Background: an optimization exercise with open tools, aiming at small area. Do not read the settings as production practice. Power and IR drop assume default switching activity.

## oak
==> flow/design.v (excerpt) <==
module game_top #(
    parameter int TROOP_W = 9
) (
    input  logic               clk_100M,
    input  logic               reset,
    input  logic               key_ready,
    input  logic [2:0]         key_data,
    output logic               key_read_fin,
    input  logic               wb_cyc,
    input  logic               wb_stb,
    input  logic               wb_we,
    input  logic [7:0]         wb_adr,
    input  logic [31:0]        wb_dat_i,
    output logic [31:0]        wb_dat_o,
    output logic               wb_ack
);
Settings: LEC_CHECK=0, ABC_AREA=1, CAP_MARGIN=20, CORE_MARGIN=2, CORE_UTILIZATION=60, GPL_TIMING_DRIVEN=0, SLEW_MARGIN=20; clock period 12.0 ns.
standard.sh (not shown) runs the stock make flow with config.mk's settings and CLKGATE_MAP_FILE= SYNTH_SCRIPT=/design/flow/synth_recipe.tcl, a recipe that flattens the netlist after the stock synthesis.
==> flow/flow/run.sh <==
#!/bin/bash
# Own layout flow: the standard flow (standard.sh) with two changes:
#  - synthesis: Yosys's abc pass maps the logic with flow/abc_map.script, an
#    area-oriented mapping, instead of ORFS's abc script (registers untouched);
#  - clock tree: clkbuf_8 buffers, larger sink clusters, no dummy loads;
#  - port buffers: buf_1 cells (every port still gets its buffer).
# Each tool's output is in orfs/logs (ORFS) and flow_make.log here.
set -euo pipefail
W=$(pwd)
cat > "$W/own_synth.tcl" <<EOS
# The standard synthesis (synth_recipe.tcl), with abc's script replaced
proc abc {args} {
  set i [lsearch -exact \$args -script]
  if {\$i >= 0} { lset args [expr {\$i + 1}] {$W/flow/abc_map.script} }
  puts "abc with script $W/flow/abc_map.script"
  yosys abc {*}\$args
}
source {$W/synth_recipe.tcl}
EOS
CTS="-sink_clustering_enable -repair_clock_nets -dont_use_dummy_load"
CTS="$CTS -buf_list sky130_fd_sc_hd__clkbuf_8 -sink_clustering_size 16 -sink_clustering_max_diameter 45"
bash "$W/standard.sh" "SYNTH_SCRIPT=$W/own_synth.tcl" "CTS_ARGS=$CTS" \
  "BUFFER_PORTS_ARGS=-buffer_cell sky130_fd_sc_hd__buf_1" finish > "$W/flow_make.log" 2>&1
==> flow/flow/abc_map.script <==
strash
&get -n
&st
&dc2
&dch
&nf -R 1000
&put
oak: no failed stages, no open violations at the end
Here is what was changed in the inputs of cedar compared with oak.
--- a/flow/design.v
+++ b/flow/design.v
@@ -207,20 +207,22 @@
     logic [1:0]         port_own;
     logic [TROOP_W-1:0] port_abs;
     assign need_port = fsm_run && state == IN_ROUND && pending != KEY_NONE;
     assign pidx = defer_q ? hq_idx : (need_port ? tgt_idx : wb_idx);
     logic [TROOP_W-1:0] grp_troop [13];
     logic [1:0]         grp_own   [13];
     always_comb begin
         for (int i = 0; i < 13; i++) begin
-            phi_sel[i] = pidx[6:3] == 4'(i);
+            phi_sel[i] = defer_q ? hq_idx[6:3] == 4'(i)
+                       : need_port ? tgt_idx[6:3] == 4'(i) : wb_idx[6:3] == 4'(i);
         end
         for (int i = 0; i < 8; i++) begin
-            plo_sel[i] = pidx[2:0] == 3'(i);
+            plo_sel[i] = defer_q ? hq_idx[2:0] == 3'(i)
+                       : need_port ? tgt_idx[2:0] == 3'(i) : wb_idx[2:0] == 3'(i);
         end
         raw_troop = '0;
         raw_own   = NPC;
         for (int g = 0; g < 13; g++) begin
             grp_troop[g] = '0;
             grp_own[g]   = NPC;
             for (int l = 0; l < 8; l++) begin
                 if (g * 8 + l < BOARD_W * BOARD_W
@@ -232,19 +234,18 @@
                 end
             end
             raw_troop = raw_troop | ({TROOP_W{phi_sel[g]}} & grp_troop[g]);
             raw_own   = raw_own   | ({2{phi_sel[g]}} & grp_own[g]);
         end
     end
     assign port_rel = (defer_q && undo_hit_q) ? undo_troop_q : raw_troop;
     assign port_own = (defer_q && undo_hit_q) ? undo_own_q : raw_own;
-    logic [TROOP_W:0]   port_sum;
-    assign port_sum = {1'b0, port_rel} + {1'b0, CITY_TAB[pidx] ? g_city : g_terr};
-    assign port_abs = (port_own == NPC) ? '0 : port_sum[TROOP_W-1:0];
+    assign port_abs = (port_own == NPC) ? '0
+                    : port_rel + (CITY_TAB[pidx] ? g_city : g_terr);
     logic               half;
     logic [TROOP_W-1:0] sent;
     logic [TROOP_W-1:0] src_left;
     logic               own_target;
     logic               capture;
     logic               blocked;
     logic               attack;
     logic               move_req;
@@ -264,17 +265,17 @@
     assign src_left   = half ? (srcv >> 1) + TROOP_W'(srcv[0]) : TROOP_W'(1);
     assign g_tgt      = tgt_city ? g_city : g_terr;
     assign sent_g     = {1'b0, sent} - {1'b0, g_tgt};
     assign sent_2g    = sent_g[TROOP_W-1:0] - g_tgt;
     assign g_cur      = every_round(cursor_h, cursor_v) ? g_city : g_terr;
     assign src_rel    = srcv - g_cur;
     assign own_target = port_own == current_player;
     assign tgt_owned  = port_own != NPC;
-    assign carry_g    = port_sum[TROOP_W];    
+    assign carry_g    = ({1'b0, port_rel} + {1'b0, g_tgt}) >= (TROOP_W+1)'(1 << TROOP_W);
     assign gt         = sent_g[TROOP_W-1:0] > port_rel;
     assign capture_owned = gt ? (carry_g || !sent_g[TROOP_W]) : (carry_g && !sent_g[TROOP_W]);
     assign capture    = !own_target && (tgt_owned ? capture_owned : sent != '0);
     assign blocked    = tgt_mtn;
     assign attack     = tgt_owned && !own_target;
     assign move_req   = fsm_run && state == IN_ROUND && cursor_mode != CHOOSE
                         && tgt_ok && !blocked;
     logic [TROOP_W-1:0] r_pm_sent;
[summary]
cedar completed end to end with timing, DRC and antenna clean.
oak has a lower number of multi-input combinational cells in the layout than cedar.
[compare] base=oak new=cedar: setup slack of the critical path after layout fell by 0.024 ns, clock power share lost 0.8 points, utilization has decreased, share of synthesized cell area in full adder, half adder and majority cells climbed 0.25 points, global-route wire length before repair lower.
Worst reg2reg path depth in cedar is 24% below oak.
Against oak, die area in cedar rose slightly.
No functional check of the RTL was part of any run of this note.

* * *

Another version of the RTL of game_top (not shown whole).
For scale: roughly 83 I/O pins, ~46000 um2 of cells after synthesis.
clock: 12.0 ns
lec_check: 0
abc_area: 1
cap_margin: 20
core_margin: 2
core_utilization: 60
gpl_timing_driven: 0
slew_margin: 20
==> flow/flow/run.sh <==
#!/bin/bash
# Own layout flow: the standard flow (standard.sh) with two changes:
#  - synthesis: Yosys's abc pass maps the logic with flow/abc_map.script, an
#    area-oriented mapping, instead of ORFS's abc script (registers untouched);
#  - clock tree: clkbuf_8 buffers, larger sink clusters, no dummy loads.
# Each tool's output is in orfs/logs (ORFS) and flow_make.log here.
set -euo pipefail
W=$(pwd)
cat > "$W/own_synth.tcl" <<EOS
# The standard synthesis (synth_recipe.tcl), with abc's script replaced
proc abc {args} {
  set i [lsearch -exact \$args -script]
  if {\$i >= 0} { lset args [expr {\$i + 1}] {$W/flow/abc_map.script} }
  puts "abc with script $W/flow/abc_map.script"
  yosys abc {*}\$args
}
source {$W/synth_recipe.tcl}
EOS
CTS="-sink_clustering_enable -repair_clock_nets -dont_use_dummy_load"
CTS="$CTS -buf_list sky130_fd_sc_hd__clkbuf_8 -sink_clustering_size 16 -sink_clustering_max_diameter 45"
bash "$W/standard.sh" "SYNTH_SCRIPT=$W/own_synth.tcl" "CTS_ARGS=$CTS" finish > "$W/flow_make.log" 2>&1
Scripts as last shown in full above: flow/flow/abc_map.script
==> next run, changes <==
--- a/flow/design.v
+++ b/flow/design.v
@@ -109,36 +109,31 @@
         logic [3:0] c;
         c = layout_cell(h, v);
         piece_of = c[1:0];
     endfunction
     function automatic logic every_round(logic [3:0] h, logic [3:0] v);
         logic [1:0] p;
         p = piece_of(h, v);
         every_round = p == CITY || p == CROWN;
     endfunction
-    function automatic logic [255:0] piece_table();
+    function automatic logic [1:0] piece_at(logic [6:0] a);
         logic [3:0] c;
-        piece_table = '0;
+        piece_at = TERRITORY;
         for (int i = 0; i < BOARD_W * BOARD_W; i++) begin
             c = layout_cell(4'(i / BOARD_W), 4'(i % BOARD_W));
-            piece_table[2*i +: 2] = c[1:0];
+            if (a == 7'(i)) piece_at = c[1:0];
         end
     endfunction
-    function automatic logic [127:0] city_table();
-        logic [3:0] c;
-        city_table = '0;
-        for (int i = 0; i < BOARD_W * BOARD_W; i++) begin
-            c = layout_cell(4'(i / BOARD_W), 4'(i % BOARD_W));
-            city_table[i] = c[1:0] == CITY || c[1:0] == CROWN;
-        end
+    function automatic logic every_round_at(logic [6:0] a);
+        logic [1:0] p;
+        p = piece_at(a);
+        every_round_at = p == CITY || p == CROWN;
     endfunction
-    localparam logic [255:0] PIECE_TAB = piece_table();
-    localparam logic [127:0] CITY_TAB  = city_table();
     logic [2:0]         state;
     logic [1:0]         current_player;
     logic [1:0]         winner;
     logic [1:0]         cursor_mode;
     logic [3:0]         cursor_h;
     logic [3:0]         cursor_v;
     logic [2:0]         pending;
     logic [13:0]        step_cnt;      
     logic [TROOP_W-1:0] srcv;          
@@ -202,51 +197,45 @@
     logic [12:0]        phi_sel;       
     logic [7:0]         plo_sel;       
     logic [TROOP_W-1:0] raw_troop;
     logic [1:0]         raw_own;
     logic [TROOP_W-1:0] port_rel;
     logic [1:0]         port_own;
     logic [TROOP_W-1:0] port_abs;
     assign need_port = fsm_run && state == IN_ROUND && pending != KEY_NONE;
     assign pidx = defer_q ? hq_idx : (need_port ? tgt_idx : wb_idx);
-    logic [TROOP_W-1:0] grp_troop [13];
-    logic [1:0]         grp_own   [13];
     always_comb begin
         for (int i = 0; i < 13; i++) begin
             phi_sel[i] = defer_q ? hq_idx[6:3] == 4'(i)
                        : need_port ? tgt_idx[6:3] == 4'(i) : wb_idx[6:3] == 4'(i);
         end
         for (int i = 0; i < 8; i++) begin
             plo_sel[i] = defer_q ? hq_idx[2:0] == 3'(i)
                        : need_port ? tgt_idx[2:0] == 3'(i) : wb_idx[2:0] == 3'(i);
         end
         raw_troop = '0;
         raw_own   = NPC;
         for (int g = 0; g < 13; g++) begin
-            grp_troop[g] = '0;
-            grp_own[g]   = NPC;
             for (int l = 0; l < 8; l++) begin
                 if (g * 8 + l < BOARD_W * BOARD_W
-                    && PIECE_TAB[2*(g*8+l) +: 2] != MOUNTAIN) begin
-                    grp_troop[g] = grp_troop[g]
-                                 | ({TROOP_W{plo_sel[l]}} & cell_troop[(g*8+l) / BOARD_W][(g*8+l) % BOARD_W]);
-                    grp_own[g]   = grp_own[g]
-                                 | ({2{plo_sel[l]}} & cell_own[(g*8+l) / BOARD_W][(g*8+l) % BOARD_W]);
+                    && piece_at(7'(g * 8 + l)) != MOUNTAIN) begin
+                    raw_troop = raw_troop
+                              | ({TROOP_W{phi_sel[g] && plo_sel[l]}} & cell_troop[(g*8+l) / BOARD_W][(g*8+l) % BOARD_W]);
+                    raw_own   = raw_own
+                              | ({2{phi_sel[g] && plo_sel[l]}} & cell_own[(g*8+l) / BOARD_W][(g*8+l) % BOARD_W]);
                 end
             end
-            raw_troop = raw_troop | ({TROOP_W{phi_sel[g]}} & grp_troop[g]);
-            raw_own   = raw_own   | ({2{phi_sel[g]}} & grp_own[g]);
         end
     end
     assign port_rel = (defer_q && undo_hit_q) ? undo_troop_q : raw_troop;
     assign port_own = (defer_q && undo_hit_q) ? undo_own_q : raw_own;
     assign port_abs = (port_own == NPC) ? '0
-                    : port_rel + (CITY_TAB[pidx] ? g_city : g_terr);
+                    : port_rel + (every_round_at(pidx) ? g_city : g_terr);
     logic               half;
     logic [TROOP_W-1:0] sent;
     logic [TROOP_W-1:0] src_left;
     logic               own_target;
     logic               capture;
     logic               blocked;
     logic               attack;
     logic               move_req;
     logic [TROOP_W-1:0] dst_new;
@@ -465,19 +454,19 @@
         if (wb_adr == 8'd1) begin
             rd_data[2:0]   = state;
             rd_data[5:4]   = current_player;
             rd_data[7:6]   = winner;
             rd_data[9:8]   = cursor_mode;
             rd_data[19:16] = cursor_h;
             rd_data[23:20] = cursor_v;
         end else if (cell_hit) begin
             rd_data[TROOP_W-1:0] = host_troop;
-            rd_data[17:16]       = loaded ? PIECE_TAB[2*wb_idx +: 2] : TERRITORY;
+            rd_data[17:16]       = loaded ? piece_at(wb_idx) : TERRITORY;
             rd_data[25:24]       = loaded ? port_own : NPC;
         end
     end
     always_ff @(posedge clk_100M or posedge reset) begin
         if (reset) begin
             wb_ack <= 1'b0;
             start  <= 1'b0;
         end else begin
             wb_ack <= req;
With this change the flow ran to the end with violations: negative setup slack.
Via count goes up by 13%.
Die area hardly moves.
Total power goes up by about 7%.
Hold slack gains 0.033 ns.
Wire length goes up by about 33%.
Global-route usage goes up by 11 points.
Final area goes up by about 2%.
Function was not checked in any run of this note: the RTL went through the layout flow alone.

[static timing again, ports no longer ideal]
In the flow no input, the clock included, has a driving cell. The finished layouts below were timed again as built, in two steps. Step 1 sets driving cells, clkbuf_16 on the clock port and buf_2 on the other inputs (assumed; they add their load-dependent delay and slew). Step 2, shift: input delay + t, output delay - t, t = (earliest + latest rising clock arrival at the registers) / 2. This alone moves slack from input paths to output paths. a / b / c = ideal ports / drivers / drivers and shift; a / b = the first two.
| run | t (ns) | setup WS [ns] | latest minus earliest clock arrival (ns) | worst register clock-pin slew, ns |
|---|---|---|---|---|
| oak | 0.801 | 0.354 / 0.262 / -0.411 | 0.144 / 0.143 | 0.10 / 0.10 |
| cedar | 0.795 | 0.330 / 0.307 / 0.226 | 0.126 / 0.126 | 0.09 / 0.09 |
| the first run of note 2 | 0.800 | 0.240 / 0.209 / -0.245 | 0.123 / 0.123 | 0.10 / 0.10 |
| the second run of note 2 | 0.830 | -0.155 / -0.179 / -0.906 | 0.154 / 0.153 | 0.10 / 0.10 |
Met with ideal ports but missed after step 2: setup timing in oak and the first run of note 2. For oak, which loses most, drivers alone change the setup slack by -0.092 ns; drivers and shift together by -0.765 ns.
